Context: an optimization exercise on an open-source flow, tuned for small area. The choices shown serve that exercise and are no tape-out recipe. RTL that was checked went through simulation tests only; none was proved equivalent to the original. Only the layout flow was run in runs 1 and 2; the RTL was not checked for function there. Power is estimated from default activity; no workload was simulated.

==> flow/design.v <==
`timescale 1ns/1ps
module tcp_stats_monitor (
  input  logic        ap_clk,
  input  logic        ap_rst_n,
  input  logic        ap_start,
  input  logic [63:0] cnt_preset,
  input  logic        rx_tvalid,
  input  logic        rx_tready,
  input  logic [7:0]  rx_tkeep,
  input  logic        rx_tlast,
  input  logic        tx_tvalid,
  input  logic        tx_tready,
  input  logic [7:0]  tx_tkeep,
  input  logic        tx_tlast,
  input  logic        tx_status_tvalid,
  input  logic        tx_status_tready,
  input  logic [63:0] tx_status_tdata,
  input  logic        open_status_tvalid,
  input  logic        open_status_tready,
  input  logic [23:0] open_status_tdata,
  input  logic        close_tvalid,
  input  logic        close_tready,
  output logic        ap_done,
  output logic        ap_idle,
  output logic [41:0] rx_bytes,
  output logic [41:0] tx_bytes,
  output logic [31:0] rx_pkts,
  output logic [31:0] tx_pkts,
  output logic [31:0] sts_total,
  output logic [31:0] sts_good,
  output logic [31:0] open_total,
  output logic [31:0] open_good,
  output logic [63:0] exec_cycles
);
  logic       start_prev;
  logic       rx_fire, tx_fire;
  logic [3:0] rx_cnt, tx_cnt;
  assign rx_fire = rx_tvalid & rx_tready & ap_rst_n;
  assign tx_fire = tx_tvalid & tx_tready & ap_rst_n;
  assign rx_cnt  = 4'($countones(rx_tkeep));
  assign tx_cnt  = 4'($countones(tx_tkeep));
  logic       s1_start, s1_close, s1_rxp, s1_txp, s1_sts, s1_stsg, s1_open, s1_openg;
  logic [3:0] s1_rxb, s1_txb;
  always_ff @(posedge ap_clk) begin
    start_prev <= ap_start & ap_rst_n;
    s1_start   <= ap_start & ~start_prev & ap_rst_n;
    s1_close   <= close_tvalid & close_tready & ap_rst_n;
    s1_rxb     <= rx_fire ? rx_cnt : 4'd0;
    s1_rxp     <= rx_fire & rx_tlast;
    s1_txb     <= tx_fire ? tx_cnt : 4'd0;
    s1_txp     <= tx_fire & tx_tlast;
    s1_sts     <= tx_status_tvalid & tx_status_tready & ap_rst_n;
    s1_stsg    <= tx_status_tvalid & tx_status_tready & ap_rst_n
                  & ~tx_status_tdata[63] & ~tx_status_tdata[62];
    s1_open    <= open_status_tvalid & open_status_tready & ap_rst_n;
    s1_openg   <= open_status_tvalid & open_status_tready & ap_rst_n & open_status_tdata[16];
  end
  logic       s2_start, s2_close, s2_rxp, s2_txp, s2_sts, s2_stsg, s2_open, s2_openg;
  logic [3:0] s2_rxb, s2_txb;
  logic       rst_q;   
  always_ff @(posedge ap_clk) begin
    rst_q    <= ~ap_rst_n;
    s2_start <= s1_start;
    s2_close <= s1_close;
    s2_rxb   <= s1_rxb;
    s2_rxp   <= s1_rxp;
    s2_txb   <= s1_txb;
    s2_txp   <= s1_txp;
    s2_sts   <= s1_sts;
    s2_stsg  <= s1_stsg;
    s2_open  <= s1_open;
    s2_openg <= s1_openg;
  end
  logic live;    
  logic clear;   
  logic keep;    
  logic [63:0] pre;   
  assign live  = ap_rst_n & ~rst_q;
  assign clear = live & s2_start;
  assign keep  = ap_rst_n & ~clear;
  assign pre   = cnt_preset & {64{clear}};
  logic close_now;
  logic running;
  assign close_now = live & s2_close;
  always_ff @(posedge ap_clk) begin
    ap_done <= close_now;
    running <= ~close_now & (clear | (running & ap_rst_n));
  end
  assign ap_idle = ~running;
  logic [41:0] rx_bytes_d, tx_bytes_d;
  logic [31:0] rx_pkts_d, tx_pkts_d, sts_total_d, sts_good_d, open_total_d, open_good_d;
  logic [63:0] exec_cycles_d;
  stat_add #(.W(42), .IW(4)) u_rxb (.q(rx_bytes),   .pre(pre[41:0]), .keep, .inc(s2_rxb & {4{live}}), .d(rx_bytes_d));
  stat_add #(.W(42), .IW(4)) u_txb (.q(tx_bytes),   .pre(pre[41:0]), .keep, .inc(s2_txb & {4{live}}), .d(tx_bytes_d));
  stat_add #(.W(32), .IW(1)) u_rxp (.q(rx_pkts),    .pre(pre[31:0]), .keep, .inc(s2_rxp & live),   .d(rx_pkts_d));
  stat_add #(.W(32), .IW(1)) u_txp (.q(tx_pkts),    .pre(pre[31:0]), .keep, .inc(s2_txp & live),   .d(tx_pkts_d));
  stat_add #(.W(32), .IW(1)) u_st  (.q(sts_total),  .pre(pre[31:0]), .keep, .inc(s2_sts & live),   .d(sts_total_d));
  stat_add #(.W(32), .IW(1)) u_sg  (.q(sts_good),   .pre(pre[31:0]), .keep, .inc(s2_stsg & live),  .d(sts_good_d));
  stat_add #(.W(32), .IW(1)) u_ot  (.q(open_total), .pre(pre[31:0]), .keep, .inc(s2_open & live),  .d(open_total_d));
  stat_add #(.W(32), .IW(1)) u_og  (.q(open_good),  .pre(pre[31:0]), .keep, .inc(s2_openg & live), .d(open_good_d));
  stat_add #(.W(64), .IW(1)) u_ex  (.q(exec_cycles), .pre(pre),    .keep, .inc(running & keep),  .d(exec_cycles_d));
  always_ff @(posedge ap_clk) begin
    rx_bytes    <= rx_bytes_d;
    tx_bytes    <= tx_bytes_d;
    rx_pkts     <= rx_pkts_d;
    tx_pkts     <= tx_pkts_d;
    sts_total   <= sts_total_d;
    sts_good    <= sts_good_d;
    open_total  <= open_total_d;
    open_good   <= open_good_d;
    exec_cycles <= exec_cycles_d;
  end
endmodule
module stat_add #(
  parameter int W  = 32,
  parameter int IW = 1
) (
  input  logic [W-1:0]  q,
  input  logic [W-1:0]  pre,
  input  logic          keep,
  input  logic [IW-1:0] inc,
  output logic [W-1:0]  d
);
  logic [W-1:0] base;
  logic [W:IW]  c;   
  assign base = (q & {W{keep}}) | pre;
  assign {c[IW], d[IW-1:0]} = {1'b0, base[IW-1:0]} + {1'b0, inc};
  localparam int B = 4;   
  localparam int S = 4;   
  localparam int NB = (W - IW + B - 1) / B;
  localparam int NS = (NB + S - 1) / S;
  logic [NB-1:0] pb;         
  logic [NB:0]   cb;         
  logic [NS-1:0] ps;         
  logic [NS:0]   cs;         
  for (genvar k = 0; k < NB; k++) begin : g_pb
    localparam int LO = IW + k * B;
    localparam int HI = (LO + B - 1 < W - 1) ? LO + B - 1 : W - 1;
    assign pb[k] = &base[HI:LO];
  end
  for (genvar m = 0; m < NS; m++) begin : g_ps
    localparam int LO = m * S;
    localparam int HI = (LO + S - 1 < NB - 1) ? LO + S - 1 : NB - 1;
    assign ps[m] = &pb[HI:LO];
  end
  assign cs[0] = c[IW];
  for (genvar m = 0; m < NS; m++) begin : g_cs
    assign cs[m+1] = cs[m] & ps[m];
  end
  for (genvar k = 0; k < NB; k++) begin : g_cb
    if (k % S == 0) begin : g_first
      assign cb[k] = cs[k / S];
    end else begin : g_next
      assign cb[k] = cb[k-1] & pb[k-1];
    end
  end
  for (genvar i = IW; i < W; i++) begin : g_bit
    if ((i - IW) % B == 0) begin : g_first
      if (i > IW) begin : g_c
        assign c[i] = cb[(i - IW) / B];
      end
    end else begin : g_next
      assign c[i] = c[i-1] & base[i-1];
    end
    assign d[i] = base[i] ^ c[i];
  end
endmodule
==> flow/run.sh <==
#!/bin/bash
# synth_recipe.tcl (not shown) runs the flow's synth.tcl, then flattens the netlist and writes it again
# the make line also repeats each setting of config.mk as NAME=value (left out here)
make -C /OpenROAD-flow-scripts/flow DESIGN_CONFIG=/design/flow/config.mk WORK_HOME=/design/flow/orfs CLKGATE_MAP_FILE= SYNTH_SCRIPT=/design/flow/synth_recipe.tcl finish
==> flow/config.mk <==
export PLATFORM = sky130hd
export DESIGN_NAME = tcp_stats_monitor
export DESIGN_NICKNAME = tcp_stats_monitor
export VERILOG_FILES = /design/flow/design.v
export SDC_FILE = /design/flow/constraint.sdc
export NUM_CORES = 4
export LEC_CHECK = 0
export CAP_MARGIN = 20
export CORE_MARGIN = 2
export CORE_UTILIZATION = 40
export SLEW_MARGIN = 20
==> flow/constraint.sdc <==
create_clock -name core_clock -period 4.0 [get_ports {ap_clk}]
set_input_delay 0.8000 -clock core_clock [delete_from_list [all_inputs] [get_ports {ap_clk}]]
set_output_delay 0.8000 -clock core_clock [all_outputs]
set_load 0.01 [all_outputs]
==> flow_summary.ini, run 1 <==
[status]
outcome = finished clean

[worst_hold_path]
min_path_type = reg2reg
min_from = s1_open$_DFF_P_

[synth]
synthDistinctLibCells = 68
synth_commonest_cells = 376 x dfxtp_1, 336 x nand2_1, 310 x a21oi_1, 262 x ha_1, 77 x nor2_1
synth_top_area_share_pct = 41.12
yosys.area_share.xor_xnor_pct = 4.306
synth-compound-area-share_pct = 13.52
synth_simple_gate_area_share_pct = 17.38
synth_fa_ha_area_share_pct = 19.00
synth_top_cell_by_area = dfxtp_1
synth_top_flop_cell = dfxtp_1
ys_warn_count = 1
syn_inst = 1987
yosys_register_bits = 376
synthMuxAreaShare_pct = 0.2734
syn-num-nets = 2442
synth_top_family_by_area = adder cells
yosysSeqAreaShare_pct = 41.12
synth_area_sq_um = 18310
yosysMostFrequentCell = dfxtp_1
avgSynthCellArea_sq_um = 9.214
async_reset_ff_share_pct = 0
synth-edff-count = 0
synth_area_leaders = dfxtp_1 41%, ha_1 18%, a21oi_1 8.5%

[place]
place_congestion = 0.8794
place_ws_ns = -0.2378
place_hpwl_um = 48430
portBuffers = 439
place_area_sq_um = 23470

[timing]
layout_worst_path_cycle_share_pct = 92.06
rsz0062_at_grt = no
final_max_slew_viol_count = 0
hold_viol_final = 0
fmax_mhz = 271.6
clock_skew_ns = 0.01857
setup_viol = 0
setup_slack_ns = 0.3176
fin_crit_ns = 3.682
fin_setup_tns_ns = 0
slew-limit-headroom_pct = 46.86
tightest_slew_ns = 0.7972

[die]
io_pins = 525
die_w_um = 217.9
dieArea_sq_um = 47500
die_h_um = 217.9
rows = 78
initial_core_util_pct = 40.43
core_area_sq_um = 45280

[power_and_ir_drop]
peakVddDrop_uv = 326.9
pwr_density_cell_nw_per_um2 = 358.8
finalPower_mw = 8.945
p_leak_nw = 11.44

[final_layout]
fillers = 4080
antenna_cells = 0
post_route_cells_drive_above_1_share_pct = 7.134
final_nets = 2887
syn_to_final_growth_pct = 36.19
final_area_sq_um = 24930

[drt]
wl_per_cell_um = 20.46
vias = 16160
wl_met3_um = 4421
via_per_inst = 5.269
postRouteAntennaNets = 0
firstDrtPassIters = 5
wl_met1_um = 25910
drc_errors = 0
drt_iter0_markers = 1108
met2_length_um = 30170
highest-signal-layer = met5
drt_wl_total_um = 62760

[critical_path]
critPathLaunch = cnt_preset[0]
timing_worst_setup_path_type = in2reg
timing.rr.start = s2_start$_DFF_P_
cp-end-kind = flip-flop
worst_setup_path_start_kind = input pin
worst_ep_arrival_time_ns = 4.18
crit_fanout = 4
worst_ep_required_time_ns = 4.49

[global_routing]
grt_pass1_wl_um = 92910
grt_pass1_vias = 15650
grt_max_degree = 152
antenna_found_initial = 6
grt.total_usage_pct = 25.69
grt-ovfl-total = 0

[clock_network]
postCtsSetupRepairBufs = 0
cts_resized = 0
max-clock-path-buffers = 3
worstSkewPairLatency_ns = 0.57
clock_sinks = 376
ctsHoldBuffers = 0
cts_made_buffers = 44
cts-htree-levels = 2
root_buffer = clkbuf_16
cts_tree = done
clk_pin_slew_worst_paths_ns = 0.06

[flow_run]
maxCapViolCount = 0
==> state kept, by name, indices dropped and copies added (netlist names), 4 cells and up <==
name and cells:
s1_rxb 4, open_good 32, rx_bytes 42, rx_pkts 32
exec_cycles 64, tx_pkts 32, sts_total 32, tx_bytes 42
sts_good 32, s2_txb 4, s1_txb 4, s2_rxb 4
open_total 32
==> cell type report <==
class / instances / area (sq um) / area share [%]
Multi-Input combinational cell: 1451 / 9985 / 40.05
Clock inverter: 12 / 147.6 / 0.5922
Sequential cell: 376 / 7527 / 30.19
Inverter: 51 / 198.9 / 0.7979
Clock buffer: 69 / 1316 / 5.279
Tap cell: 600 / 750.7 / 3.011
Timing Repair Buffer: 508 / 5007 / 20.08
==> cell families after synthesis <==
family | count (synthesis)
compound gates | 430
simple gates | 654
xor+xnor | 90
mux | 5
flops | 376
buf+inv | 160
fa+ha+maj | 272
==> cells in the final DEF (no fill, tap or decap), types with 10 or more instances in the layout <==
cell type | netlist | layout
a21o_1 | 24 | 24
nor3_1 | 16 | 16
xnor2_1 | 16 | 16
nand4_1 | 27 | 27
clkdlybuf4s50_1 | 0 | 438
o21ai_0 | 10 | 10
buf_4 | 4 | 61
nand2_1 | 336 | 336
a21oi_1 | 310 | 310
clkbuf_8 | 0 | 10
fa_1 | 10 | 10
and3_1 | 19 | 19
and2_1 | 37 | 37
a32oi_1 | 11 | 11
clkbuf_16 | 0 | 45
xor2_1 | 74 | 74
clkbuf_1 | 29 | 14
ha_1 | 262 | 262
a31oi_1 | 25 | 25
inv_1 | 49 | 49
dfxtp_1 | 376 | 376
nand3_1 | 53 | 53
and4_1 | 17 | 16
a22o_1 | 16 | 16
nor2_1 | 77 | 75
==> path summary, 6_finish.rpt <==
path / endpoint / slack [ns] / depth (start not counted)
max: tx_bytes[27]$_DFF_P_ / 0.32 / 15
min: s2_open$_DFF_P_ / 0.32 / 0
max reg2reg: tx_bytes[27]$_DFF_P_ / 0.33 / 15
min reg2reg: s2_open$_DFF_P_ / 0.32 / 0
==> stage by stage <==
| stage | utilization, % | std cells | hold WS [ns] |
|---|---|---|---|
| floorplan | - | 1987 | 0.3096 |
| global placement | 51.82 | 2986 | 0.3111 |
| detailed placement | 51.82 | 2986 | 0.3121 |
| CTS | 55.06 | 3067 | 0.3225 |
| global route | 55.06 | 3067 | 0.3299 |
| finish | 55.06 | 3067 | 0.3245 |
==> routing by layer <==
layer  track usage, %  vias up
met5                0        -
met4            10.00       10
li1                 -     7865
met1            31.11     7618
met3            5.997      116
met2            43.97      550
==> critical path, stage by stage <==
cell	delay [ns]
clkdlybuf4s50_1	0.46
and2_1	0.22
a21o_1	0.11
ha_1	0.17
inv_1	0.06
fa_1	0.44
nor2b_1	0.11
o21ai_0	0.12
a2bb2oi_1	0.33
and4_2	0.36
nor4b_1	0.31
ha_1	0.21
ha_1	0.15
ha_1	0.16
xor2_1	0.14
==> power by group <==
group          internal [mW]  switching, mW  total, mW
Sequential              3.87         0.0924       3.96
Clock                   2.45           1.63       4.08
Combinational          0.425          0.473      0.898
Total                   6.75           2.20       8.94
==> run 2: changes to the inputs <==
==> flow/flow/run.sh (new file) <==
#!/bin/bash
# standard layout, with the port buffers made of the smallest buffer cell
cp standard.sh standard_sh_copy.log
export BUFFER_PORTS_ARGS="-buffer_cell sky130_fd_sc_hd__buf_1"
bash standard.sh > standard.log 2>&1
==> flow/standard.sh (new file) <==
#!/bin/bash
# synth_recipe.tcl (not shown) runs the flow's synth.tcl, then flattens the netlist and writes it again
# the make line also repeats each setting of config.mk as NAME=value (left out here)
make -C /OpenROAD-flow-scripts/flow DESIGN_CONFIG=/design/flow/config.mk WORK_HOME=/design/flow/orfs CLKGATE_MAP_FILE= SYNTH_SCRIPT=/design/flow/synth_recipe.tcl "${@:-finish}"
--- a/flow/config.mk
+++ b/flow/config.mk
@@ -6,4 +6,5 @@
 export NUM_CORES = 4
 export LEC_CHECK = 0
+export ABC_AREA = 1
 export CAP_MARGIN = 20
 export CORE_MARGIN = 2
removed: flow/run.sh
==> run 2 against run 1 <==
  * Largest power group is now sequential cells
  * Combinational power down 33%
  * Critical path depth increased by 3
  * Clock skew decreased by 0.0035 ns
  * Highest routed layer is now met4
  * Global-route usage is 1.7 points lower
  * Critical endpoint is now tx_bytes[39]$_DFF_P_
==> flow_summary.ini, run 2 <==
[clock_network]
root_buffer = clkbuf_16
postCtsSetupRepairBufs = 0
clk_pin_slew_worst_paths_ns = 0.06
worstSkewPairLatency_ns = 0.56
ctsHoldBuffers = 0
cts_tree = done
cts_made_buffers = 43
cts_resized = 0
cts-htree-levels = 2
clock_sinks = 376
max-clock-path-buffers = 3

[critical_path]
critPathLaunch = s2_start$_DFF_P_
worst_ep_arrival_time_ns = 4.06
path_cells = nand3_4 > clkinv_4 > nand2_1 > nand2_1 > ha_1 > inv_1 > fa_1 > o21ai_1 > nand2_1 > nor2_2 > nand3_1 > nor2_2 > nand4_1 > inv_1 > ha_1 > ha_1 > ha_1 > xor2_1
cpPeakStageDelay_ns = 0.46
timing_worst_setup_path_type = reg2reg
worst_ep_required_time_ns = 4.50
worst_setup_path_start_kind = flip-flop
cp-end-kind = flip-flop
r2r_slack_ns = 0.43
critical_path.most_common_cell = ha_1
crit_fanout = 6
rr_worst_depth = 18
critPathSlowestCell = fa_1
worstReg2RegEnd = tx_bytes[39]$_DFF_P_
timing.rr.start = s2_start$_DFF_P_

[power_and_ir_drop]
finalPower_mw = 8.357
peakVddDrop_uv = 324.4
pwr_density_cell_nw_per_um2 = 399.8
p_leak_nw = 12.02

[global_routing]
grt_pass1_wl_um = 80220
antenna_found_initial = 0
grt_max_degree = 161
grt.total_usage_pct = 23.95
grt-ovfl-total = 0
grt_pass1_vias = 14260

[timing]
rsz0062_at_grt = no
setup_viol = 0
layout_worst_path_cycle_share_pct = 89.13
fin_crit_ns = 3.565
clock_skew_ns = 0.01503
slew-limit-headroom_pct = 43.92
hold_viol_final = 0
fmax_mhz = 280.5
final_max_slew_viol_count = 0
tightest_slew_ns = 0.8412

[final_layout]
seq_area_sq_um = 7527
antenna_cells = 0
final_nets = 2896
final_cell_mix = 735 x nand2_1, 438 x buf_1, 376 x dfxtp_1, 262 x ha_1, 111 x inv_1
fillers = 3896
multi_input_area_sq_um = 8453
post_route_cells_drive_above_1_share_pct = 8.188
syn_to_final_growth_pct = 25.12
final_common_cell = nand2_1
largest_reg_flops = 64
stdcell_count = 2999
largest-register = exec_cycles
top_regs = exec_cycles: 64 flops, rx_bytes: 42 flops, tx_bytes: 42 flops

[synth]
synth_area_leaders = dfxtp_1 45%, ha_1 20%, nand2_1 17%
syn_inst = 1907
yosys_register_bits = 376
syn-num-nets = 2362
async_reset_ff_share_pct = 0
yosysMostFrequentCell = nand2_1
synth_commonest_cells = 735 x nand2_1, 376 x dfxtp_1, 262 x ha_1, 111 x inv_1, 88 x xor2_1
synth_area_sq_um = 16710
synth-edff-count = 0
synthDistinctLibCells = 34
synth_top_cell_by_area = dfxtp_1
yosysSeqAreaShare_pct = 45.05
synth_top_area_share_pct = 45.05
synth_top_flop_cell = dfxtp_1
ys_warn_count = 1
avgSynthCellArea_sq_um = 8.762

[die]
core_area_sq_um = 41020
dieArea_sq_um = 43420
rows = 74
io_pins = 525
initial_core_util_pct = 40.74
die_h_um = 208.4
die_w_um = 208.4

[drt]
via_per_inst = 4.793
wl_per_cell_um = 17.55
drt_iter0_markers = 651
drc_errors = 0
drt_wl_total_um = 52630
postRouteAntennaNets = 0
firstDrtPassIters = 5
vias = 14380

[place]
portBuffers = 439
place_congestion = 0.8637
dp.cells = 2928
place_hpwl_um = 41250

[worst_hold_path]
holdPathStages = 0
min_path_type = reg2reg
min_from = s1_sts$_DFF_P_
hold_path_end = s2_sts$_DFF_P_

[flow_run]
maxCapViolCount = 0

[status]
outcome = finished clean
==> run 2: worst max-delay path by stage <==
| stage | to | slack (ns) | cells past startpoint |
|---|---|---|---|
| 3_3_place_gp | tx_bytes[39]$_DFF_P_ | -0.01 | 19 |
| 6_report | tx_bytes[39]$_DFF_P_ | 0.43 | 18 |
| 5_1_grt | rx_bytes[35]$_DFF_P_ | 0.07 | 19 |
| 4_1_cts | tx_bytes[35]$_DFF_P_ | 0.36 | 18 |
| 3_5_place_dp | tx_bytes[35]$_DFF_P_ | -0.13 | 19 |
| 2_1_floorplan | rx_bytes[34]$_DFF_P_ | 0.01 | 23 |
==> run 2: final cells by class <==
cell class / instances / share of cell area, %
Timing Repair Buffer: 537 / 11.71
Sequential cell: 376 / 36.01
Clock buffer: 66 / 6.147
Multi-Input combinational cell: 1361 / 40.44
Tap cell: 532 / 3.184
Inverter: 122 / 2.250
Clock inverter: 5 / 0.2693
==> run 2: worst max-delay path: cells and delay by family, from the launching register on <==
kind / cells / cell delay (ns)
xor+xnor: 1 / 0.13
fa+ha+maj: 5 / 1.09
buf+inv: 3 / 0.29
simple gates: 8 / 1.32
flops: 1 / 0.42
compound gates: 1 / 0.24
==> run 2: where the power goes <==
part / switching, mW / internal (mW)
registers: 0.0678 / 3.88
clock network: 1.55 / 2.26
logic: 0.399 / 0.205
==> run 2: through the flow <==
step / cell area [sq um] / worst slack, ns / util [%] / hold slack [ns] / TNS [ns]
global route: 20910 / 0.06778 / 50.97 / 0.3305 / 0
detailed placement: 19560 / -0.1315 / 47.70 / 0.3121 / -0.7612
global placement: 19560 / -0.01162 / 47.70 / 0.3108 / -0.01197
floorplan: 16730 / 0.01293 / - / 0.3096 / 0
CTS: 20910 / 0.3635 / 50.97 / 0.3247 / 0
finish: 20910 / 0.4349 / 50.97 / 0.3236 / 0
==> run 2: cell families (layout without fill, tap and decap cells) <==
group,count (synthesis),after routing,share of synthesized area (%)
adder cells (fa/ha/maj),272,272,20.82
AND/OR/NAND/NOR,961,961,23.53
buffers and inverters,170,730,4.388
AO/OA/AOI/OAI,38,38,1.498
flip-flops,376,376,45.05
XOR/XNOR,90,90,4.718
==> run 2: metal layers <==
| layer | track usage [%] | part of all wire, % | vias to the layer above |
|---|---|---|---|
| met3 | 5.902 | 7.3 | 88 |
| met2 | 39.94 | 46 | 451 |
| li1 | - | - | 7198 |
| met5 | 0 | 0 | - |
| met4 | 8.187 | 3.2 | 0 |
| met1 | 30.21 | 43 | 6638 |
==> run 3: changes to the inputs <==
--- a/flow/design.v
+++ b/flow/design.v
@@ -38,6 +38,12 @@
   assign rx_fire = rx_tvalid & rx_tready & ap_rst_n;
   assign tx_fire = tx_tvalid & tx_tready & ap_rst_n;
-  assign rx_cnt  = 4'($countones(rx_tkeep));
-  assign tx_cnt  = 4'($countones(tx_tkeep));
+  always_comb begin
+    rx_cnt = 4'd0;
+    tx_cnt = 4'd0;
+    for (int i = 0; i < 8; i++) begin
+      rx_cnt = rx_cnt + {3'd0, rx_tkeep[i]};
+      tx_cnt = tx_cnt + {3'd0, tx_tkeep[i]};
+    end
+  end
   logic       s1_start, s1_close, s1_rxp, s1_txp, s1_sts, s1_stsg, s1_open, s1_openg;
   logic [3:0] s1_rxb, s1_txb;
--- a/flow/config.mk
+++ b/flow/config.mk
@@ -10,3 +10,4 @@
 export CORE_MARGIN = 2
 export CORE_UTILIZATION = 40
+export GPL_TIMING_DRIVEN = 0
 export SLEW_MARGIN = 20
==> run 3 against run 2 <==
  * Largest power group is now clock
  * Clock power up 5.5%
  * Maximum frequency down 4.1%
  * Synthesized cell count about the same
  * Critical path depth down 2
==> flow_summary.ini, run 3 <==
[status]
outcome = finished clean

[synth]
synth_commonest_cells = 750 x nand2_1, 376 x dfxtp_1, 262 x ha_1, 113 x inv_1
avgSynthCellArea_sq_um = 8.731
synth-compound-area-share_pct = 1.353
yosys_register_bits = 376
synth_area_leaders = dfxtp_1 45%, ha_1 20%, nand2_1 17%
syn_inst = 1906
syn-num-nets = 2361
yosysMostFrequentCell = nand2_1
synthMuxAreaShare_pct = 0
yosysSeqAreaShare_pct = 45.23
synth_simple_gate_area_share_pct = 23.61
synth_top_family_by_area = simple AND/OR/NAND/NOR gates
synth_top_area_share_pct = 45.23
synth_fa_ha_area_share_pct = 20.90
synth_top_flop_cell = dfxtp_1
synth_area_sq_um = 16640
synth_top_cell_by_area = dfxtp_1
synthDistinctLibCells = 32
ys_warn_count = 1
yosys.area_share.xor_xnor_pct = 4.736
synth-edff-count = 0
async_reset_ff_share_pct = 0

[drt]
via_per_inst = 4.845
vias = 14340
wl_met1_um = 23780
met2_length_um = 24720
wl_met3_um = 3605
firstDrtPassIters = 4
drt_wl_total_um = 54840
drt_iter0_markers = 650
highest-signal-layer = met4
wl_per_cell_um = 18.53
drc_errors = 0
postRouteAntennaNets = 0

[clock_network]
cts_tree = done
ctsHoldBuffers = 0
clock_sinks = 376
worstSkewPairLatency_ns = 0.56
cts_made_buffers = 43
cts-htree-levels = 2
clk_pin_slew_worst_paths_ns = 0.06
root_buffer = clkbuf_16
max-clock-path-buffers = 3

[final_layout]
final_cell_mix = 748 x nand2_1, 438 x buf_1, 375 x dfxtp_1, 262 x ha_1, 113 x inv_1
antenna_cells = 0
syn_to_final_growth_pct = 24.10
final_nets = 2850
largest-register = exec_cycles
top_regs = exec_cycles: 64 flops, rx_bytes: 42 flops, tx_bytes: 42 flops
post_route_cells_drive_above_1_share_pct = 6.631
final_area_sq_um = 20650
largest_reg_flops = 64
final_common_cell = nand2_1

[global_routing]
grt_pass1_wl_um = 83040
grt-ovfl-total = 0
grt_max_degree = 20
grt.total_usage_pct = 25.14
grt_pass1_vias = 14330
antenna_found_initial = 0

[power_and_ir_drop]
pwr_density_cell_nw_per_um2 = 416.0
peakVddDrop_uv = 331.6
p_leak_nw = 11.86
finalPower_mw = 8.593

[critical_path]
critPathLaunch = ap_rst_n
critical_path.top_delay_family = simple AND/OR/NAND/NOR gates
crit_buf_inv = 3
cp-end-kind = flip-flop
cpPeakStageDelay_ns = 0.44
timing_worst_setup_path_type = in2reg
worst_ep_required_time_ns = 4.49
critPathSlowestCell = nor2_1
crit_fanout = 19
critical_path.most_common_cell = ha_1
path_cells = clkbuf_4 > buf_6 > nand2_1 > clkbuf_2 > nor2_1 > ha_1 > nand2_1 > nor2_1 > nand3_1 > nor2_2 > nand2_1 > nor2_1 > ha_1 > ha_1 > ha_1 > xor2_1
timing.rr.start = rst_q$_DFF_P_
worst_ep_arrival_time_ns = 4.20
worst_setup_path_start_kind = input pin

[die]
dieArea_sq_um = 43250
die_h_um = 208.0
rows = 74
io_pins = 525
die_w_um = 208.0
core_area_sq_um = 40920
initial_core_util_pct = 40.67

[place]
portBuffers = 439
place_area_sq_um = 18970
place_hpwl_um = 43060
place_congestion = 0.8574
place_ws_ns = -2.279

[timing]
tightest_slew_ns = 0.6025
rsz0062_at_grt = no
slew-limit-headroom_pct = 59.74
fmax_mhz = 268.9
clock_skew_ns = 0.01409
fin_setup_tns_ns = 0
hold_viol_final = 0
final_max_slew_viol_count = 0
setup_slack_ns = 0.2813
layout_worst_path_cycle_share_pct = 92.97
setup_viol = 0
fin_crit_ns = 3.719

[flow_run]
maxCapViolCount = 0

[worst_hold_path]
min_from = s1_start$_DFF_P_
min_path_type = reg2reg
==> run 3: changes by cell type in the layout (fill, tap and decap cells not counted), sizes merged, moves of 2 or more <==
cell    change
a21oi       -2
buf        -52
bufinv      +2
clkbuf      +7
clkinv      +3
inv         -4
nand2      +11
nand3       -3
nor3        +3
o21ai       -3
==> run 3: layout make-up <==
cell class | instances | area, sq um
well taps | 532 | 665.6
plain buffers | 42 | 284.0
inverters | 117 | 451.7
repair buffers | 449 | 1757
flip-flops and latches | 376 | 7528
fillers | 4032 | 20270
clock inverters | 11 | 132.6
multi-input cells | 1366 | 8526
clock buffers | 67 | 1309
==> run 3: repair_timing <==
| item | CTS | global route |
|---|---|---|
| gates resized for setup | 38 | 11 |
| gates cloned | 0 | 1 |
| pin swaps | 3 | 3 |
| buffers inserted | 7 | 2 |
| setup endpoints to repair | 261 | 42 |
==> run 3: layer usage <==
| layer | vias up | track usage, % |
|---|---|---|
| met5 | - | 0 |
| met4 | 0 | 12.33 |
| met3 | 121 | 5.615 |
| met2 | 445 | 40.59 |
| met1 | 6668 | 31.76 |
| li1 | 7108 | - |
==> run 3: stage by stage <==
step	std cells	utilization, %	hold slack (ns)
floorplan	1906	-	0.3096
global placement	2877	46.35	0.3103
detailed placement	2877	46.35	0.3121
CTS	2959	50.34	0.3223
global route	2960	50.47	0.3286
finish	2960	50.47	0.3244
==> run 3: final timing paths <==
check                                               to  slack, ns  depth (start not counted)
worst max-delay path            open_total[28]$_DFF_P_       0.28                         16
worst max register to register    rx_bytes[39]$_DFF_P_       0.29                         22
worst min register to register        s2_start$_DFF_P_       0.32                          0
worst min-delay path                  s2_start$_DFF_P_       0.32                          0
==> run 3: cells by family after synthesis <==
kind of cell / Yosys count
buf+inv: 164
simple gates: 971
xor+xnor: 90
fa+ha+maj: 272
compound gates: 33
flops: 376
==> run 3: power by group <==
part / internal (mW) / total (mW) / switching (mW)
Sequential: 3.88 / 3.94 / 0.0665
Clock: 2.44 / 4.02 / 1.59
Combinational: 0.205 / 0.629 / 0.424
==> run 4: changes to the inputs <==
--- a/flow/config.mk
+++ b/flow/config.mk
@@ -10,4 +10,3 @@
 export CORE_MARGIN = 2
 export CORE_UTILIZATION = 40
-export GPL_TIMING_DRIVEN = 0
 export SLEW_MARGIN = 20
==> run 4 against run 3 <==
  * Critical path type unchanged
  * Sequential power is essentially flat
  * Non-clock buffer count grew 46
  * Still clean
  * Utilization grew 0.61 points
  * Global-route usage shrank 1.7 points
==> flow_summary.ini, run 4 <==
[worst_hold_path]
min_path_type = reg2reg
holdPathStages = 0

[critical_path]
rr_worst_depth = 20
worst_ep_arrival_time_ns = 3.97
path_cells = clkbuf_2 > nand3_4 > nand2_2 > inv_8 > buf_12 > buf_12 > nand2_1 > nand2_1 > nand3_1 > nor2_1 > buf_4 > nand3_1 > nor2_1 > buf_4 > nand2_1 > nor3_1 > buf_4 > ha_1 > ha_1 > xor2_1
worst_setup_path_start_kind = input pin
critPathSlowestCell = buf_12
r2r_slack_ns = 0.56
timing_worst_setup_path_type = in2reg
cpPeakStageDelay_ns = 0.35
crit_fanout = 79
worst_ep_required_time_ns = 4.50
cp-end-kind = flip-flop

[timing]
layout_worst_path_cycle_share_pct = 86.92
fin_hold_ws_ns = 0.3245
setup_slack_ns = 0.5231
slew-limit-headroom_pct = 42.38
setup_viol = 0
hold_viol_final = 0
fin_crit_ns = 3.477
rsz0062_at_grt = no
final_max_slew_viol_count = 0
fmax_mhz = 287.6
fin_setup_tns_ns = 0
tightest_slew_ns = 0.8643
clock_skew_ns = 0.01463

[synth]
yosys_register_bits = 376
syn_inst = 1906
avgSynthCellArea_sq_um = 8.731
synth_commonest_cells = 750 x nand2_1, 376 x dfxtp_1, 262 x ha_1, 113 x inv_1
synth_area_leaders = dfxtp_1 45%, ha_1 20%, nand2_1 17%
ys_warn_count = 1
synth-edff-count = 0
synth_area_sq_um = 16640
yosysSeqAreaShare_pct = 45.23
synth_top_area_share_pct = 45.23
synthDistinctLibCells = 32
syn-num-nets = 2361
synth_top_flop_cell = dfxtp_1
synth_top_cell_by_area = dfxtp_1
async_reset_ff_share_pct = 0
yosysMostFrequentCell = nand2_1

[clock_network]
cts-htree-levels = 2
worstSkewPairLatency_ns = 0.57
cts_made_buffers = 44
ctsHoldBuffers = 0
clock_sinks = 376
postCtsSetupRepairBufs = 0
cts_resized = 0
clk_pin_slew_worst_paths_ns = 0.06
max-clock-path-buffers = 3
root_buffer = clkbuf_16
cts_tree = done

[final_layout]
top_regs = exec_cycles: 64 flops, rx_bytes: 42 flops, tx_bytes: 42 flops
multi_input_area_sq_um = 8423
largest_reg_flops = 64
final_nets = 2897
fillers = 3956
final_cell_mix = 749 x nand2_1, 438 x buf_1, 376 x dfxtp_1, 262 x ha_1, 113 x inv_1
syn_to_final_growth_pct = 25.61
seq_area_sq_um = 7527
final_area_sq_um = 20900
antenna_cells = 0
stdcell_count = 3000
fin_util_pct = 51.08
largest-register = exec_cycles
post_route_cells_drive_above_1_share_pct = 7.901
final_common_cell = nand2_1

[place]
place_ws_ns = -0.03945
place_congestion = 0.8788
place_hpwl_um = 40000
dp.cells = 2928
portBuffers = 439
place_area_sq_um = 19500

[die]
io_pins = 525
die_w_um = 208.0
core_area_sq_um = 40920
dieArea_sq_um = 43250
rows = 74
die_h_um = 208.0
initial_core_util_pct = 40.67

[power_and_ir_drop]
pwr_density_cell_nw_per_um2 = 406.2
peakVddDrop_uv = 328.9
finalPower_mw = 8.491
p_leak_nw = 12.08

[status]
outcome = finished clean

[global_routing]
grt_pass1_wl_um = 78740
grt.total_usage_pct = 23.45
grt_max_degree = 167
antenna_found_initial = 0
grt_pass1_vias = 14220
grt-ovfl-total = 0

[drt]
drt_iter0_markers = 755
via_per_inst = 4.728
drt_wl_total_um = 51580
drc_errors = 0
postRouteAntennaNets = 0
wl_per_cell_um = 17.19
firstDrtPassIters = 5
vias = 14180

[flow_run]
maxCapViolCount = 0
==> run 4: cell types whose count changed in the layout (fill, tap and decap cells not counted), moves of 2 or more <==
| cell | delta |
|---|---|
| nor3_2 | -2 |
| buf_6 | -3 |
| buf_12 | +2 |
| buf_2 | -26 |
| buf_4 | +81 |
| nand2_4 | -2 |
| o21ai_2 | -2 |
| clkbuf_1 | -10 |
| nor3_1 | +2 |
| nor2_1 | +7 |
| nand3_4 | -2 |
| nand3_1 | +3 |
| nor2_2 | -2 |
| nor2_4 | -5 |
==> run 4: path summary, 6_finish.rpt <==
| kind | from | endpoint |
|---|---|---|
| max reg2reg | rst_q$_DFF_P_ | tx_pkts[31]$_DFF_P_ |
| max | ap_rst_n | tx_pkts[31]$_DFF_P_ |
| min | s1_txp$_DFF_P_ | s2_txp$_DFF_P_ |
| min reg2reg | s1_txp$_DFF_P_ | s2_txp$_DFF_P_ |
==> run 4: metal layers <==
layer	GRT usage (%)	vias to the layer above	wire length (um)
met5	0	-	0
li1	-	7188	-
met4	9.146	0	1967
met1	29.90	6476	22810
met2	38.02	432	23260
met3	6.038	88	3539
==> run 4: worst max-delay path: cells and delay by family <==
| kind | cells | cell delay, ns |
|---|---|---|
| fa+ha+maj | 2 | 0.33 |
| xor+xnor | 1 | 0.12 |
| buf+inv | 7 | 1.39 |
| simple gates | 10 | 1.30 |
==> run 4: cells by family after synthesis <==
family | after synthesis | share of synthesized area, %
AOI/OAI and AO/OA | 33 | 1.353
buffers and inverters | 164 | 4.173
and+or+nand+nor | 971 | 23.61
adders and majority gates | 272 | 20.90
DFF | 376 | 45.23
xor gates and xnor gates | 90 | 4.737
==> run 4: final cells by class <==
cell class | instances | area share [%]
clock inverters | 10 | 0.5028
flip-flops and latches | 376 | 36.01
inverters | 117 | 2.143
repair buffers | 537 | 11.65
multi-input cells | 1366 | 40.29
well taps | 532 | 3.184
clock buffers | 62 | 6.219
==> run 4: power by group <==
| part | leakage [nW] | total, mW | internal, mW | switching, mW |
|---|---|---|---|---|
| Sequential | 3.05 | 3.94 | 3.88 | 0.0661 |
| Clock | 0.693 | 3.94 | 2.37 | 1.57 |
| Combinational | 8.33 | 0.606 | 0.207 | 0.399 |
| Total | 12.1 | 8.49 | 6.45 | 2.04 |
==> run 5: changes to the inputs <==
--- a/flow/config.mk
+++ b/flow/config.mk
@@ -10,3 +10,7 @@
 export CORE_MARGIN = 2
 export CORE_UTILIZATION = 40
+export CTS_BUF_LIST = sky130_fd_sc_hd__clkbuf_8
+export CTS_CLUSTER_DIAMETER = 60
+export CTS_CLUSTER_SIZE = 18
+export GPL_TIMING_DRIVEN = 0
 export SLEW_MARGIN = 20
==> run 5 against run 4 <==
  * Routed wire length up 5.5%
  * First-iteration DRC count shrank 2.9%
  * Global-route usage up 1.6 points
  * Count of clock-buffer cells in the layout fell by 25
  * Final cell count down 1.6%
  * Clock power shrank 34%
  * Flip-flop and latch count is the same
  * Critical path depth down 5
  * Cell area down 4.2%
  * Still clean
  * Highest routed layer unchanged
  * Via count is 0.78% higher
  * Sequential power barely moved
  * Synthesized cell count unchanged
==> flow_summary.ini, run 5 <==
[status]
outcome = finished clean

[timing]
hold_viol_final = 0
fmax_mhz = 261.7
rsz0062_at_grt = no
fin_setup_tns_ns = 0
layout_worst_path_cycle_share_pct = 95.52
final_max_slew_viol_count = 0
setup_viol = 0
clock_skew_ns = 0.02162
tightest_slew_ns = 0.6157
setup_slack_ns = 0.1791
slew-limit-headroom_pct = 58.96
fin_crit_ns = 3.821

[final_layout]
fin_util_pct = 48.94
final_cell_mix = 747 x nand2_1, 438 x buf_1, 374 x dfxtp_1, 260 x ha_1, 114 x inv_1
post_route_cells_drive_above_1_share_pct = 7.025
multi_input_area_sq_um = 8549
largest_reg_flops = 64
antenna_cells = 0
syn_to_final_growth_pct = 20.34
top_regs = exec_cycles: 64 flops, rx_bytes: 42 flops, tx_bytes: 42 flops
fillers = 4101
final_nets = 2853
final_common_cell = nand2_1
seq_area_sq_um = 7530
largest-register = exec_cycles

[place]
portBuffers = 439
place_ws_ns = -2.279
place_hpwl_um = 43060
place_congestion = 0.8574

[power_and_ir_drop]
clkPwrFrac_pct = 36.2
peakVddDrop_uv = 200.5
p_sw_share_pct = 28.10
comb_power_share_pct = 8.8
pwr_density_cell_nw_per_um2 = 357.4
pwr-share-seq_pct = 55.0
p_int_mw = 5.147
p_switching_mw = 2.012
p_leak_nw = 11.55

[drt]
drc_errors = 0
drt_wl_total_um = 54410
drt_iter0_markers = 733
vias = 14300
via_per_inst = 4.842
postRouteAntennaNets = 0
firstDrtPassIters = 5
wl_per_cell_um = 18.43

[clock_network]
root_buffer = clkbuf_8
clk_pin_slew_worst_paths_ns = 0.10
cts_made_buffers = 37
cts_tree = done
ctsHoldBuffers = 0
max-clock-path-buffers = 3
cts-htree-levels = 2
clock_sinks = 376
worstSkewPairLatency_ns = 0.61

[global_routing]
grt_pass1_vias = 14230
gr-usage-met2_pct = 40.71
grt_use_met1_pct = 31.67
grt_pass1_wl_um = 82740
grt-ovfl-total = 0
grt_max_degree = 20
grt.total_usage_pct = 25.08
grt_busiest_layer = met2
grt_use_met3_pct = 5.675
antenna_found_initial = 0

[synth]
avgSynthCellArea_sq_um = 8.731
synth_top_area_share_pct = 45.23
synth_area_leaders = dfxtp_1 45%, ha_1 20%, nand2_1 17%
synth_top_flop_cell = dfxtp_1
synth_commonest_cells = 750 x nand2_1, 376 x dfxtp_1, 262 x ha_1, 113 x inv_1
syn-num-nets = 2361
synth_top_cell_by_area = dfxtp_1
yosys_register_bits = 376
synthDistinctLibCells = 32
ys_warn_count = 1
synth-edff-count = 0
yosysSeqAreaShare_pct = 45.23
synth_area_sq_um = 16640
yosysMostFrequentCell = nand2_1
async_reset_ff_share_pct = 0
syn_inst = 1906

[die]
die_h_um = 208.0
die_w_um = 208.0
core_area_sq_um = 40920
io_pins = 525
dieArea_sq_um = 43250
rows = 74
initial_core_util_pct = 40.67

[critical_path]
crit_fanout = 19
worst_ep_required_time_ns = 4.55
timing_worst_setup_path_type = in2reg
worst_ep_arrival_time_ns = 4.37
worst_setup_path_start_kind = input pin
cp-end-kind = flip-flop

[worst_hold_path]
min_path_type = reg2reg

[flow_run]
maxCapViolCount = 0
==> run 5: cell counts after synthesis <==
Identical to the previous run, type by type.
==> run 5: power groups by stage <==
stage               Sequential, mW  Combinational [mW]  Clock, mW
detailed placement            4.02               0.622          0
CTS                           3.94               0.632       2.66
global placement              4.02               0.607          0
global route                  3.95               0.713       2.81
floorplan                     4.07               0.294          0
finish                        3.94               0.633       2.59
==> run 5: final timing paths <==
| path | from | end | slack, ns | cells past startpoint |
|---|---|---|---|---|
| setup / recovery | ap_rst_n | sts_good[31]$_DFF_P_ | 0.18 | 15 |
| hold / removal | s1_start$_DFF_P_ | s2_start$_DFF_P_ | 0.33 | 0 |
| setup reg to reg | rst_q$_DFF_P_ | sts_good[31]$_DFF_P_ | 0.19 | 20 |
| hold reg to reg | s1_start$_DFF_P_ | s2_start$_DFF_P_ | 0.33 | 0 |
==> run 5: worst max-delay path, cell delays in order <==
cell      delay, ns
clkbuf_4       0.20
buf_4          0.30
nand2_1        0.21
clkbuf_1       0.27
nor2_1         0.15
ha_1           0.19
nand2_1        0.08
nor2_2         0.33
nand3_1        0.23
nor2_2         0.39
nand2_1        0.25
nor3_1         0.44
ha_1           0.24
ha_1           0.16
xor2_1         0.12
==> run 5: logic make-up after synthesis <==
kind of cell | count (synthesis) | synth area share, %
adder cells (fa/ha/maj) | 272 | 20.90
flip-flops | 376 | 45.23
AND/OR/NAND/NOR | 971 | 23.61
AO/OA/AOI/OAI | 33 | 1.353
XOR/XNOR | 90 | 4.737
buffers and inverters | 164 | 4.173
==> run 5: per-stage QoR <==
| stage | power, mW | cells | hold slack [ns] | area [sq um] |
|---|---|---|---|---|
| floorplan | 4.360 | 1906 | 0.3096 | 16650 |
| global placement | 4.625 | 2877 | 0.3103 | 18970 |
| detailed placement | 4.644 | 2877 | 0.3121 | 18970 |
| CTS | 7.227 | 2941 | 0.2922 | 19900 |
| global route | 7.476 | 2952 | 0.3266 | 20030 |
| finish | 7.159 | 2952 | 0.3337 | 20030 |
==> run 5: layout make-up <==
cell class	count	area share, %
Buffer	43	1.431
Clock buffer	37	2.543
Timing Repair Buffer	457	8.940
Sequential cell	376	37.60
Tap cell	532	3.324
Inverter	117	2.243
Clock inverter	24	1.231
Multi-Input combinational cell	1366	42.69
==> run 5: routing by layer <==
metal  vias to the layer above  routed length [um]
met4                         0                2506
li1                       7099                   -
met1                      6631               23320
met2                       458               24690
met5                         -                   0
met3                       107                3894
==> run 5: what timing repair did <==
item	4_1_cts	5_1_grt
buffers inserted	5	13
gates resized for setup	39	19
pin swaps	3	6
endpoints found under the setup margin	252	48
==> run 6: changes to the inputs <==
--- a/flow/config.mk
+++ b/flow/config.mk
@@ -10,7 +10,7 @@
 export CORE_MARGIN = 2
 export CORE_UTILIZATION = 40
-export CTS_BUF_LIST = sky130_fd_sc_hd__clkbuf_8
-export CTS_CLUSTER_DIAMETER = 60
-export CTS_CLUSTER_SIZE = 18
+export CTS_BUF_LIST = sky130_fd_sc_hd__clkbuf_16
+export CTS_CLUSTER_DIAMETER = 100
+export CTS_CLUSTER_SIZE = 30
 export GPL_TIMING_DRIVEN = 0
 export SLEW_MARGIN = 20
==> run 6 against run 5 <==
  * Largest cell class unchanged
  * Die area is the same
  * Routed wire length is 1.3% lower
  * Worst hold slack got worse by 0.043 ns
  * Utilization shrank 0.72 points
  * Still clean on timing, DRC and antenna
==> flow_summary.ini, run 6 <==
[clock_network]
cts-htree-levels = 1
clock_sinks = 376
cts_made_buffers = 17
max-clock-path-buffers = 3
cts_tree = done
worstSkewPairLatency_ns = 0.54
root_buffer = clkbuf_16
clk_pin_slew_worst_paths_ns = 0.11

[die]
dieArea_sq_um = 43250
rows = 74
io_pins = 525
initial_core_util_pct = 40.67
die_w_um = 208.0
die_h_um = 208.0
core_area_sq_um = 40920

[final_layout]
fillers = 4102
top_regs = exec_cycles: 64 flops, rx_bytes: 42 flops, tx_bytes: 42 flops
final_nets = 2824
final_cell_mix = 748 x nand2_1, 438 x buf_1, 374 x dfxtp_1, 262 x ha_1, 113 x inv_1
largest-register = exec_cycles
syn_to_final_growth_pct = 18.58
largest_reg_flops = 64
final_common_cell = nand2_1
post_route_cells_drive_above_1_share_pct = 5.099

[place]
place_ws_ns = -2.279
place_congestion = 0.8574
portBuffers = 439
place_hpwl_um = 43060

[synth]
synth_top_flop_cell = dfxtp_1
syn-num-nets = 2361
yosysSeqAreaShare_pct = 45.23
synth_top_cell_by_area = dfxtp_1
synth-edff-count = 0
yosys_register_bits = 376
async_reset_ff_share_pct = 0
synth_top_area_share_pct = 45.23
synth_commonest_cells = 750 x nand2_1, 376 x dfxtp_1, 262 x ha_1, 113 x inv_1
syn_inst = 1906
avgSynthCellArea_sq_um = 8.731
ys_warn_count = 1
yosysMostFrequentCell = nand2_1
synthDistinctLibCells = 32
synth_area_sq_um = 16640
synth_area_leaders = dfxtp_1 45%, ha_1 20%, nand2_1 17%

[power_and_ir_drop]
pwr_density_cell_nw_per_um2 = 339.6
p_sw_share_pct = 26.19
p_switching_mw = 1.755
p_leak_nw = 11.39
clkPwrFrac_pct = 31.9
pwr-share-seq_pct = 58.8
p_int_mw = 4.946
comb_power_share_pct = 9.3
peakVddDrop_uv = 280.3

[global_routing]
grt_pass1_wl_um = 81720
antenna_found_initial = 0
grt-ovfl-total = 0
grt_pass1_vias = 14020
grt.total_usage_pct = 24.56
grt_max_degree = 31

[drt]
firstDrtPassIters = 5
drc_errors = 0
wl_per_cell_um = 18.48
vias = 14050
drt_wl_total_um = 53710
drt_iter0_markers = 704
highest-signal-layer = met4
wl_met1_um = 23160
wl_met3_um = 3763
postRouteAntennaNets = 0
met2_length_um = 24510
via_per_inst = 4.834

[timing]
fmax_mhz = 267.9
setup_viol = 0
layout_worst_path_cycle_share_pct = 93.31
rsz0062_at_grt = no
hold_viol_final = 0
final_max_slew_viol_count = 0
slew-limit-headroom_pct = 59.15
tightest_slew_ns = 0.6112
fin_crit_ns = 3.732
setup_slack_ns = 0.2675
clock_skew_ns = 0.03303
fin_setup_tns_ns = 0
fin_hold_ws_ns = 0.2907

[critical_path]
worst_setup_path_start_kind = input pin
worst_ep_required_time_ns = 4.47
timing_worst_setup_path_type = in2reg
cp-end-kind = flip-flop
worst_ep_arrival_time_ns = 4.20
crit_fanout = 19

[worst_hold_path]
min_path_type = reg2reg

[flow_run]
maxCapViolCount = 0

[status]
outcome = finished clean
[run 6: kinds of logic (layout without fill, tap and decap cells)]
family / after synthesis / count (layout) / synth area share (%)
flip-flops: 376 / 376 / 45.23
other: 0 / 1 / 0
AO/OA/AOI/OAI: 33 / 33 / 1.353
buffers and inverters: 164 / 631 / 4.173
AND/OR/NAND/NOR: 971 / 971 / 23.61
XOR/XNOR: 90 / 90 / 4.737
adder cells (fa/ha/maj): 272 / 272 / 20.90
[run 6: final cells by class]
| class | count | area, sq um | share of cell area (%) |
|---|---|---|---|
| clock buffer | 17 | 425.4 | 2.156 |
| timing repair buffer | 448 | 1729 | 8.762 |
| inverter | 117 | 454.2 | 2.302 |
| multi-input combinational | 1366 | 8546 | 43.30 |
| antenna | 1 | 2.502 | 0.01268 |
| clock inverter | 6 | 86.33 | 0.4375 |
| tap | 532 | 665.6 | 3.373 |
| sequential | 376 | 7530 | 38.16 |
| buffer | 43 | 295.3 | 1.496 |
[run 6: critical path: stages]
cell and delay, ns:
buf_2 0.20, buf_6 0.24, nand2_1 0.18, clkbuf_1 0.26, nor2_1 0.15, ha_1 0.18
nand2_1 0.06, nor2_1 0.42, nand3_1 0.25, nor2_2 0.30, nand2_1 0.17, nor3_1 0.43
ha_1 0.24, ha_1 0.16, xor2_1 0.13
[run 6: what timing repair did]
item,4_1_cts,5_1_grt
setup endpoints to repair,264,36
hold buffers,0,0
pin swaps,2,7
buffers inserted,3,6
resized for setup,41,13
[run 6: power by group through the flow]
stage	sequential [mW]	clock, mW	combinational, mW
6_report	3.94	2.14	0.626
5_1_grt	3.95	2.33	0.705
4_1_cts	3.94	2.23	0.631
3_5_place_dp	4.02	0	0.622
3_3_place_gp	4.02	0	0.607
2_1_floorplan	4.07	0	0.294
[run 6: layer usage]
metal	track usage (%)	vias up
li1	-	7012
met1	31.49	6526
met2	40.43	429
met3	5.374	81
met4	9.244	0
met5	0.3337	-
[run 6: worst paths after layout]
check / startpoint / end / slack [ns] / depth (start not counted)
min: s1_txb[3]$_SDFF_PN0_ / s2_txb[3]$_DFF_P_ / 0.29 / 0
min reg2reg: s1_txb[3]$_SDFF_PN0_ / s2_txb[3]$_DFF_P_ / 0.29 / 0
max reg2reg: rst_q$_DFF_P_ / open_good[31]$_DFF_P_ / 0.30 / 19
max: ap_rst_n / open_good[31]$_DFF_P_ / 0.27 / 15
[run 6: stage by stage]
stage                     area [sq um]  util (%)  power, mW  cells
after floorplan                  16650         -      4.360   1906
final                            19730     48.22      6.702   2906
after CTS                        19640     48.00      6.798   2900
after global routing             19730     48.21      6.988   2905
after global placement           18970     46.35      4.625   2877
after detailed placement         18970     46.35      4.644   2877
==> run 7: changes to the inputs <==
--- a/flow/config.mk
+++ b/flow/config.mk
@@ -9,8 +9,9 @@
 export CAP_MARGIN = 20
 export CORE_MARGIN = 2
-export CORE_UTILIZATION = 40
+export CORE_UTILIZATION = 65
 export CTS_BUF_LIST = sky130_fd_sc_hd__clkbuf_16
-export CTS_CLUSTER_DIAMETER = 100
-export CTS_CLUSTER_SIZE = 30
+export CTS_CLUSTER_DIAMETER = 70
+export CTS_CLUSTER_SIZE = 24
 export GPL_TIMING_DRIVEN = 0
+export PLACE_DENSITY = 0.75
 export SLEW_MARGIN = 20
==> run 7 against run 6 <==
  * Global-route usage is 12 points higher
  * Still clean on timing, DRC and antenna
  * Maximum frequency shrank 3.4%
  * Critical path depth grew 7
  * Largest power group unchanged
  * Clock skew decreased by 0.017 ns
==> flow_summary.ini, run 7 <==
[status]
outcome = finished clean

[final_layout]
post_route_cells_drive_above_1_share_pct = 4.830
final_common_cell = nand2_1
fillers = 1892
stdcell_count = 2712
final_nets = 2826
syn_to_final_growth_pct = 17.45
largest_reg_flops = 64
final_cell_mix = 748 x nand2_1, 438 x buf_1, 375 x dfxtp_1, 262 x ha_1, 114 x inv_1
top_regs = exec_cycles: 64 flops, rx_bytes: 42 flops, tx_bytes: 42 flops
multi_input_area_sq_um = 8487
seq_area_sq_um = 7528
largest-register = exec_cycles

[synth]
synthDistinctLibCells = 32
avgSynthCellArea_sq_um = 8.731
synth_top_cell_by_area = dfxtp_1
async_reset_ff_share_pct = 0
synth_top_flop_cell = dfxtp_1
yosys_register_bits = 376
syn_inst = 1906
synth_top_area_share_pct = 45.23
yosysSeqAreaShare_pct = 45.23
synth_commonest_cells = 750 x nand2_1, 376 x dfxtp_1, 262 x ha_1, 113 x inv_1
ys_warn_count = 1
synth-edff-count = 0
yosysMostFrequentCell = nand2_1
syn-num-nets = 2361
synth_area_sq_um = 16640
synth_area_leaders = dfxtp_1 45%, ha_1 20%, nand2_1 17%

[critical_path]
critical_path.top_delay_family = simple AND/OR/NAND/NOR gates
cpPeakStageDelay_ns = 0.47
worst_ep_arrival_time_ns = 4.32
crit_fanout = 11
timing_worst_setup_path_type = in2reg
cp-end-kind = flip-flop
critPathSlowestCell = fa_1
worst_setup_path_start_kind = input pin
critical_path.most_common_cell = ha_1
worst_ep_required_time_ns = 4.46
path_cells = clkbuf_4 > nand3_4 > nand2_4 > inv_2 > buf_8 > buf_12 > nand2_1 > nand2_1 > ha_1 > inv_1 > fa_1 > o21ai_2 > nand2_1 > nor2_4 > nand3_2 > nor2_2 > nand4_1 > inv_1 > ha_1 > ha_1 > ha_1 > xor2_1
crit_buf_inv = 6

[die]
die_w_um = 164.0
io_pins = 525
dieArea_sq_um = 26900
rows = 58
initial_core_util_pct = 66.09
core_area_sq_um = 25180
die_h_um = 164.0

[clock_network]
cts_made_buffers = 21
clk_pin_slew_worst_paths_ns = 0.09
cts_tree = done
cts-htree-levels = 1
worstSkewPairLatency_ns = 0.54
max-clock-path-buffers = 3
root_buffer = clkbuf_16
clock_sinks = 376

[flow_run]
maxCapViolCount = 0

[timing]
rsz0062_at_grt = no
slew-limit-headroom_pct = 63.28
fmax_mhz = 258.9
final_max_slew_viol_count = 0
layout_worst_path_cycle_share_pct = 96.56
clock_skew_ns = 0.01580
fin_setup_tns_ns = 0
tightest_slew_ns = 0.5508
fin_crit_ns = 3.862
setup_viol = 0
hold_viol_final = 0
setup_slack_ns = 0.1377

[drt]
vias = 14670
wl_per_cell_um = 18.49
drt_iter0_markers = 1027
via_per_inst = 5.408
postRouteAntennaNets = 0
drc_errors = 0
firstDrtPassIters = 7
drt_wl_total_um = 50150

[place]
place_congestion = 0.9253
place_hpwl_um = 38730
place_ws_ns = -2.137
portBuffers = 439
dp.cells = 2675

[global_routing]
grt_max_degree = 25
grt.total_usage_pct = 36.15
grt-ovfl-total = 0
grt_pass1_vias = 14290
grt_pass1_wl_um = 74780
antenna_found_initial = 1

[power_and_ir_drop]
pwr_density_cell_nw_per_um2 = 356.4
peakVddDrop_uv = 339.2
p_leak_nw = 11.45

[worst_hold_path]
min_path_type = reg2reg
==> run 7: changes by cell type in the layout (fill, tap and decap cells not counted), moves of 2 or more <==
cell / delta
buf_12: -2
buf_4: -2
clkbuf_16: +4
clkinv_1: +2
clkinvlp_4: +3
inv_8: +2
nor2_1: +8
nor2_2: -4
nor2_4: -4
nor3_1: +2
nor3_2: -2
==> run 7: power by group <==
part / total (mW) / leakage [nW] / switching (mW) / internal, mW
registers: 3.94 / 3.05 / 0.0654 / 3.87
logic: 0.628 / 8.09 / 0.420 / 0.208
clock network: 2.40 / 0.314 / 1.29 / 1.11
==> run 7: routing by layer <==
layer  global-route usage, %  vias up  part of all wire, %
met5                       0        -                    0
met4                   20.18        0                  5.8
met3                   8.662      148                  9.6
met2                   61.27      682                   46
met1                   42.02     6795                   38
li1                        -     7041                    -
==> run 7: area by class of cell <==
class                   instances  share of cell area [%]
diodes                          1                 0.01280
plain buffers                  43                   1.472
clock buffers                  21                   2.689
clock inverters                12                  0.6593
inverters                     117                   2.272
multi-input cells            1366                   43.42
flip-flops and latches        376                   38.52
well taps                     330                   2.112
repair buffers                446                   8.847
==> run 7: cell families after synthesis <==
family / after synthesis / synth area share, %
AO/OA/AOI/OAI: 33 / 1.353
flip-flops: 376 / 45.23
adder cells (fa/ha/maj): 272 / 20.90
AND/OR/NAND/NOR: 971 / 23.61
buffers and inverters: 164 / 4.173
XOR/XNOR: 90 / 4.737
==> run 7: timing repair <==
action	CTS	global route
pin swaps	1	4
gates cloned	1	0
gates resized for setup	18	16
hold buffers	0	0
setup buffers	1	5
setup endpoints to repair	258	30
==> run 7: path summary, 6_finish.rpt <==
kind,startpoint,to,slack [ns],depth (start not counted)
setup reg to reg,s2_start$_DFF_P_,tx_bytes[39]$_DFF_P_,0.19,21
setup / recovery,ap_rst_n,tx_bytes[39]$_DFF_P_,0.14,22
hold reg to reg,s1_open$_DFF_P_,s2_open$_DFF_P_,0.32,0
hold / removal,s1_open$_DFF_P_,s2_open$_DFF_P_,0.32,0
==> run 7: metrics by stage <==
stage / hold slack [ns] / instance area, sq um / total power, mW / util [%]
CTS: 0.3233 / 19460 / 6.962 / 77.27
global placement: 0.3105 / 18720 / 4.605 / 74.32
finish: 0.3212 / 19550 / 6.967 / 77.62
detailed placement: 0.3121 / 18720 / 4.630 / 74.32
floorplan: 0.3096 / 16650 / 4.360 / -
global route: 0.3268 / 19550 / 7.187 / 77.62
==> run 8: changes to the inputs <==
--- a/flow/config.mk
+++ b/flow/config.mk
@@ -11,6 +11,6 @@
 export CORE_UTILIZATION = 65
 export CTS_BUF_LIST = sky130_fd_sc_hd__clkbuf_16
-export CTS_CLUSTER_DIAMETER = 70
-export CTS_CLUSTER_SIZE = 24
+export CTS_CLUSTER_DIAMETER = 100
+export CTS_CLUSTER_SIZE = 30
 export GPL_TIMING_DRIVEN = 0
 export PLACE_DENSITY = 0.75
==> run 8 against run 7 <==
  * Still clean
  * Sequential power about the same
  * Synthesized area unchanged
  * Maximum frequency increased by 0.86%
  * Critical path type unchanged
  * Die area unchanged
==> flow_summary.ini, run 8 <==
[final_layout]
multi_input_area_sq_um = 8499
final_cell_mix = 748 x nand2_1, 438 x buf_1, 375 x dfxtp_1, 262 x ha_1, 113 x inv_1
largest_reg_flops = 64
top_regs = exec_cycles: 64 flops, rx_bytes: 42 flops, tx_bytes: 42 flops
final_nets = 2819
syn_to_final_growth_pct = 16.25
final_common_cell = nand2_1
fillers = 1941
post_route_cells_drive_above_1_share_pct = 4.355
final_area_sq_um = 19350
largest-register = exec_cycles
seq_area_sq_um = 7528

[status]
outcome = finished clean

[critical_path]
worst_ep_arrival_time_ns = 4.28
cp-end-kind = flip-flop
path_cells = buf_2 > nand3_4 > nand2_4 > inv_2 > buf_8 > buf_12 > nand2_1 > nand2_1 > ha_1 > inv_1 > fa_1 > o21ai_2 > nand2_1 > nor2_4 > nand3_2 > nor2_4 > nand4_1 > inv_1 > ha_1 > ha_1 > ha_1 > xor2_1
crit_fanout = 14
cpPeakStageDelay_ns = 0.47
critical_path.most_common_cell = ha_1
critPathSlowestCell = fa_1
worst_ep_required_time_ns = 4.45
timing_worst_setup_path_type = in2reg
worst_setup_path_start_kind = input pin

[drt]
via_per_inst = 5.380
drt_wl_total_um = 49550
postRouteAntennaNets = 0
drt_iter0_markers = 1024
drc_errors = 0
wl_per_cell_um = 18.38
vias = 14510
firstDrtPassIters = 5

[die]
io_pins = 525
initial_core_util_pct = 66.09
die_h_um = 164.0
dieArea_sq_um = 26900
rows = 58
core_area_sq_um = 25180
die_w_um = 164.0

[timing]
fin_hold_ws_ns = 0.3316
fmax_mhz = 261.1
fin_crit_ns = 3.829
tightest_slew_ns = 0.5712
final_max_slew_viol_count = 0
fin_setup_tns_ns = 0
layout_worst_path_cycle_share_pct = 95.73
clock_skew_ns = 0.01678
slew-limit-headroom_pct = 61.92
hold_viol_final = 0
setup_viol = 0

[global_routing]
grt_use_met1_pct = 41.44
grt_pass1_wl_um = 73580
grt_use_met3_pct = 8.308
grt_pass1_vias = 14070
grt_max_degree = 31
grt-ovfl-total = 0
grt_busiest_layer = met2
antenna_found_initial = 1
grt.total_usage_pct = 35.68
gr-usage-met2_pct = 61.00

[synth]
avgSynthCellArea_sq_um = 8.731
syn-num-nets = 2361
syn_inst = 1906
yosys_register_bits = 376
async_reset_ff_share_pct = 0
yosysMostFrequentCell = nand2_1
synth-edff-count = 0
synth_top_area_share_pct = 45.23
synth_area_sq_um = 16640
synth_commonest_cells = 750 x nand2_1, 376 x dfxtp_1, 262 x ha_1, 113 x inv_1
synth_top_flop_cell = dfxtp_1
synthDistinctLibCells = 32
yosysSeqAreaShare_pct = 45.23
synth_area_leaders = dfxtp_1 45%, ha_1 20%, nand2_1 17%
ys_warn_count = 1
synth_top_cell_by_area = dfxtp_1

[clock_network]
cts-htree-levels = 1
max-clock-path-buffers = 3
clock_sinks = 376
ctsHoldBuffers = 0
worstSkewPairLatency_ns = 0.53
cts_tree = done
root_buffer = clkbuf_16
cts_made_buffers = 16
clk_pin_slew_worst_paths_ns = 0.11

[power_and_ir_drop]
p_leak_nw = 11.36
comb_power_share_pct = 9.5
p_int_mw = 4.921
pwr_density_cell_nw_per_um2 = 340.2
clkPwrFrac_pct = 30.7
p_switching_mw = 1.660
p_sw_share_pct = 25.22
finalPower_mw = 6.581
peakVddDrop_uv = 381.0
pwr-share-seq_pct = 59.8

[flow_run]
maxCapViolCount = 0

[place]
place_area_sq_um = 18720
portBuffers = 439
place_hpwl_um = 38730
place_congestion = 0.9253

[worst_hold_path]
min_path_type = reg2reg
-- run 8: kinds of logic (layout without fill, tap and decap cells) --
kind of cell / Yosys count / after routing / share of synthesized area [%]
flip-flops: 376 / 376 / 45.23
adder cells (fa/ha/maj): 272 / 272 / 20.90
XOR/XNOR: 90 / 90 / 4.737
AND/OR/NAND/NOR: 971 / 971 / 23.61
AO/OA/AOI/OAI: 33 / 33 / 1.353
buffers and inverters: 164 / 623 / 4.173
other: 0 / 1 / 0
-- run 8: repair_timing --
action / CTS / global route
buffers inserted: 0 / 4
gates cloned: 1 / 0
pin swaps: 1 / 4
gates resized for setup: 18 / 15
hold endpoints to repair: 0 / 0
endpoints found under the setup margin: 255 / 28
-- run 8: power by group through the flow --
stage | sequential (mW) | combinational, mW | clock (mW)
6_report | 3.94 | 0.623 | 2.02
3_3_place_gp | 4.01 | 0.591 | 0
5_1_grt | 3.95 | 0.695 | 2.16
4_1_cts | 3.93 | 0.621 | 2.04
2_1_floorplan | 4.07 | 0.294 | 0
3_5_place_dp | 4.02 | 0.611 | 0
-- run 8: worst max-delay path: cells and delay by family --
family	cells	cell delay, ns
adders and majority gates	5	1.13
buffers and inverters	6	0.80
and+or+nand+nor	9	1.15
AOI/OAI and AO/OA	1	0.22
xor gates and xnor gates	1	0.17
-- run 8: area by class of cell --
type	count	area share (%)
Buffer	43	1.468
Inverter	117	2.283
Antenna cell	1	0.01293
Timing Repair Buffer	444	8.847
Sequential cell	376	38.91
Clock inverter	2	0.2134
Tap cell	330	2.134
Multi-Input combinational cell	1366	43.93
Clock buffer	17	2.199
-- run 8: final timing paths --
check             slack, ns  cells after the start              endpoint            startpoint
hold / removal         0.33                      0     s2_txb[0]$_DFF_P_  s1_txb[0]$_SDFF_PN0_
hold reg to reg        0.33                      0     s2_txb[0]$_DFF_P_  s1_txb[0]$_SDFF_PN0_
setup / recovery       0.17                     22  tx_bytes[39]$_DFF_P_              ap_rst_n
setup reg to reg       0.23                     21  tx_bytes[39]$_DFF_P_      s2_start$_DFF_P_
-- run 8: per-stage QoR --
step / std cells / setup WS [ns] / utilization [%]
6_report: 2696 / 0.1706 / 76.83
5_1_grt: 2696 / -0.01106 / 76.83
4_1_cts: 2691 / 0.01698 / 76.49
3_5_place_dp: 2675 / -2.137 / 74.32
3_3_place_gp: 2675 / -1.941 / 74.32
2_1_floorplan: 1906 / 0.02093 / -
-- run 8: routing by layer --
layer,up-vias,wire length [um]
li1,7016,-
met1,6706,19110
met2,628,22850
met3,155,4499
met4,0,3086
met5,-,0

==> re-timing with driven ports <==
In the flow no input, the clock included, has a driving cell. The finished layouts below were timed again as built, in two steps.
Step 1 (the two cells are an assumption about what drives the block):
set clk [get_ports {ap_clk}]
set_driving_cell -lib_cell sky130_fd_sc_hd__clkbuf_16 $clk
set_driving_cell -lib_cell sky130_fd_sc_hd__buf_2 [delete_from_list [all_inputs] $clk]
Step 2 moves the port delays by t, midway between the first and last clock arrival at a register: inputs arrive t later, outputs are due t later. That takes back most of the time a late clock gives input paths.
Slacks: ideal / step 1 / step 2; pairs: ideal / step 1.
run | t, ns | slack for setup (ns) | cell pins on the clock port's net
run 1 | 0.619 | 0.318 / 0.333 / -0.278 | 1
run 2 | 0.607 | 0.435 / 0.435 / -0.122 | 1
run 3 | 0.607 | 0.281 / 0.294 / -0.292 | 1
run 4 | 0.618 | 0.523 / 0.559 / -0.059 | 1
run 5 | 0.657 | 0.179 / 0.186 / -0.447 | 1
run 6 | 0.585 | 0.268 / 0.295 / -0.282 | 1
run 7 | 0.579 | 0.138 / 0.164 / -0.415 | 1
run 8 | 0.571 | 0.171 / 0.199 / -0.372 | 1
Met with ideal ports but missed after step 2: setup timing in every run listed. The setup slack of run 5, which loses most, moves by +0.007 ns with the drivers and by -0.626 ns with both steps.
